Background: an optimization exercise with open tools, aiming at small area, a short achievable clock period and few clock cycles per item. Do not read the settings as production practice. In this exercise RTL edits were held to simulation tests only and were not proved equivalent to the original. Power is estimated from default activity; no workload was simulated.

// tremolo_lfo_gain
module tremolo_lfo_gain (
    input  logic                           clk,
    input  logic                           rst_n,
    input  logic                           s_axis_tvalid,
    output logic                           s_axis_tready,
    input  logic [15:0]                    s_axis_tdata,    
    output logic                           m_axis_tvalid,
    input  logic                           m_axis_tready,
    output logic [15:0]                    m_axis_tdata,    
    input  logic                           cfg_we,
    input  logic                           cfg_index,
    input  logic [tlg_pkg::HP_W-1:0]       cfg_data
);
    localparam int HW = tlg_pkg::HP_W;
    localparam int WW = tlg_pkg::WAVE_W;
    localparam int PW = tlg_pkg::PROD_W;
    localparam int QW = tlg_pkg::QF_W;
    logic [HW-1:0]               h_reg;
    logic [tlg_pkg::SEL_W-1:0]   sel_reg;
    logic                        busy_reg;
    logic [tlg_pkg::CNT_W-1:0]   cnt_reg;
    logic                        init_reg;     
    logic [2:0]                  pre_reg;      
    logic                        sh4_reg;
  ...
clock: 10.0 ns
lec_check: 0
abc_area: 1
cap_margin: 20
core_margin: 2
core_utilization: 40
cts_buf_list: sky130_fd_sc_hd__clkbuf_4 sky130_fd_sc_hd__clkbuf_8
place_density: 0.6
setup_slack_margin: 5
slew_margin: 20
tns_end_percent: 100
standard.sh (not shown) runs the stock make flow with config.mk's settings and CLKGATE_MAP_FILE= SYNTH_SCRIPT=/design/flow/synth_recipe.tcl, a recipe that flattens the netlist after the stock synthesis.
==> flow/flow/run.sh <==
#!/bin/bash
set -euo pipefail
MARGIN=${MARGIN:-6.0}
sed -e "s/SETUP_SLACK_MARGIN=[^ ]*/SETUP_SLACK_MARGIN=${MARGIN}/" standard.sh > standard_margin.sh
grep -q "SETUP_SLACK_MARGIN=${MARGIN}" standard_margin.sh
bash standard_margin.sh > flow_make.log 2>&1
Testbench counts at the start, summed over its fixed seeds: cycles 10,344, items 9,600.
Rerun with:
--- a/flow/design.v
+++ b/flow/design.v
@@ -65,20 +65,21 @@
     logic [tlg_pkg::CNT_W-1:0]   cnt_reg;
     logic                        init_reg;     
     logic [2:0]                  pre_reg;      
     logic                        sh4_reg;
     logic                        d1_reg;
     logic                        d1b_reg;      
     logic                        d2_reg;
     logic                        d3_reg;
     logic                        d3b_reg;      
     logic                        fix1_reg;
+    logic                        f1p_reg;      
     logic                        fix2_reg;
     logic [tlg_pkg::C_W-1:0]     c_reg;
     logic [HW-1:0]               d_reg;
     logic [tlg_pkg::A_W-1:0]     a_reg;
     logic [HW-1:0]               b_reg;
     logic                        hp_wr;
     logic                        sel_wr;
     logic [HW-1:0]               cfg_h;
     logic                        start;
     logic [HW-1:0]               h_src;
@@ -177,22 +178,22 @@
     assign k1     = c_reg[tlg_pkg::C_W-1:1];
     assign t_sum  = {1'b0, ut_reg} + k1op_reg + {{WW{1'b0}}, !dir};
     assign t_hi   = dir && (t_sum[WW] || t_sum[WW-1]);
     assign t_lo   = !dir && t_sum[WW];
     assign ut_new = t_hi ? tlg_pkg::U_TOP : (t_lo ? '0 : t_sum[WW-1:0]);
     assign s_sum  = {1'b0, us_reg} + (ndir_reg ? ~{1'b0, tlg_pkg::SMOOTH_STEP} : {1'b0, tlg_pkg::SMOOTH_STEP})
                     + {{WW{1'b0}}, ndir_reg};
     assign us_new = !ndir_reg ? ((s_sum[WW] || s_sum[WW-1]) ? tlg_pkg::U_TOP : s_sum[WW-1:0])
                               : (s_sum[WW] ? '0 : s_sum[WW-1:0]);
     assign fix1_nx = busy_reg && !start && (cnt_reg == 6'd33);
-    assign up_nx   = fix1_nx ? 1'b0 : dir_next;
-    assign bx_nx   = fix1_nx ? d_reg : b_reg;
+    assign up_nx   = f1p_reg ? 1'b0 : dir_next;
+    assign bx_nx   = f1p_reg ? d_reg : b_reg;
     assign op_b    = up_nx ? {2'b00, bx_nx} : ~{2'b00, bx_nx};
     assign op_h    = {2'b00, bx_nx} - {2'b00, h_reg};
     assign r_a     = {2'b00, rf_reg} + bop_reg + {{(HW+1){1'b0}}, ucin_reg};
     assign r_b     = {2'b00, rf_reg} + bhop_reg + {{(HW+1){1'b0}}, ucin_reg};
     assign r_sel   = ucin_reg ? r_a[HW+1] : !r_b[HW+1];
     assign rf_inc = r_sel ? r_b[HW-1:0] : r_a[HW-1:0];
     assign rf_hd  = (d_reg == '0) ? '0 : (h_reg - d_reg);
     assign rf_l1  = t_hi ? d_reg : (t_lo ? rf_hd : rf_inc);
     logic [QW-1:0]               qf_reg;
     logic                        corr_reg;     
@@ -323,20 +324,21 @@
             cnt_reg       <= '0;
             init_reg      <= 1'b1;
             pre_reg       <= '0;
             sh4_reg       <= 1'b0;
             d1_reg        <= 1'b0;
             d1b_reg       <= 1'b0;
             d2_reg        <= 1'b0;
             d3_reg        <= 1'b0;
             d3b_reg       <= 1'b0;
             fix1_reg      <= 1'b0;
+            f1p_reg       <= 1'b0;
             fix2_reg      <= 1'b0;
             s_ready_reg   <= 1'b0;
             v1_reg        <= 1'b0;
             v2_reg        <= 1'b0;
             vop_reg       <= 1'b0;
             vm_reg        <= 1'b0;
             out_valid_reg <= 1'b0;
             o2_valid_reg  <= 1'b0;
             phase_reg     <= '0;
             fl_reg        <= 1'b0;
@@ -365,20 +367,21 @@
                 cnt_reg <= cnt_next;
             end
             pre_reg  <= pre_next;
             sh4_reg  <= busy_next && (pre_next != '0);
             d1_reg   <= act_next && (cnt_next <= 6'd32);
             d1b_reg  <= act_next && (cnt_next == '0);
             d2_reg   <= act_next && (cnt_next <= 6'd33);
             d3_reg   <= act_next && (cnt_next >= 6'd1) && (cnt_next <= 6'd34);
             d3b_reg  <= busy_next && (cnt_next <= 6'd32);
             fix1_reg <= fix1_nx;
+            f1p_reg  <= act_next && (cnt_next == 6'd33);
             fix2_reg <= act_next && (cnt_next == 6'd35);
             s_ready_reg  <= !o2_valid_next && !blk_next;
             o2_valid_reg <= o2_valid_next;
             if (!stall)
             begin
                 v1_reg  <= adv1;
                 v2_reg  <= v1_reg;
                 vop_reg <= sel2 ? v2_reg : v1_reg;
                 vm_reg  <= vop_reg;
                 if (!out_valid_reg || pop)
- sequential share of layout area is higher by 0.72 points
- final cell count is lower by 2.5%
- clock-buffer cell count is higher by 7
- cell area is lower by 2.7%
- power is higher by 0.39%
- worst setup slack improves by 0.10 ns
- flip-flop and latch count is higher by 1
- maximum frequency is higher by 2.5%
Testbench counts after the change, summed over its fixed seeds: cycles 10,344, items 9,600.

-- afterwards: timing with drivers on the ports --
How much do the figures lean on ideal ports? The routed layouts below were timed once more, with nothing changed but the port constraints. Step 1 (the two cells are an assumption about what drives the block):
set clk [get_ports {clk}]
set_driving_cell -lib_cell sky130_fd_sc_hd__clkbuf_16 $clk
set_driving_cell -lib_cell sky130_fd_sc_hd__buf_2 [delete_from_list [all_inputs] $clk]
Step 2 adds t to the input delays and takes it off the output delays; t is the mean of the earliest and latest rising clock arrival at the registers after step 1. Input paths then give back, and output paths get back, about the clock's delay inside the block. Three values: ideal ports, drivers, drivers and shift; two values: the first two.
| run | shift t [ns] | setup WS [ns] | latest minus earliest clock arrival (ns) | worst register clock-pin slew, ns |
|---|---|---|---|---|
| the first run | 0.944 | 5.729 / 5.749 / 4.806 | 0.095 / 0.095 | 0.08 / 0.08 |
| the second run | 0.918 | 5.833 / 5.885 / 4.967 | 0.078 / 0.078 | 0.08 / 0.08 |
After both steps every run listed still meets setup and hold. The setup slack of the first run, which loses most, moves by +0.020 ns with the drivers and by -0.923 ns with both steps.
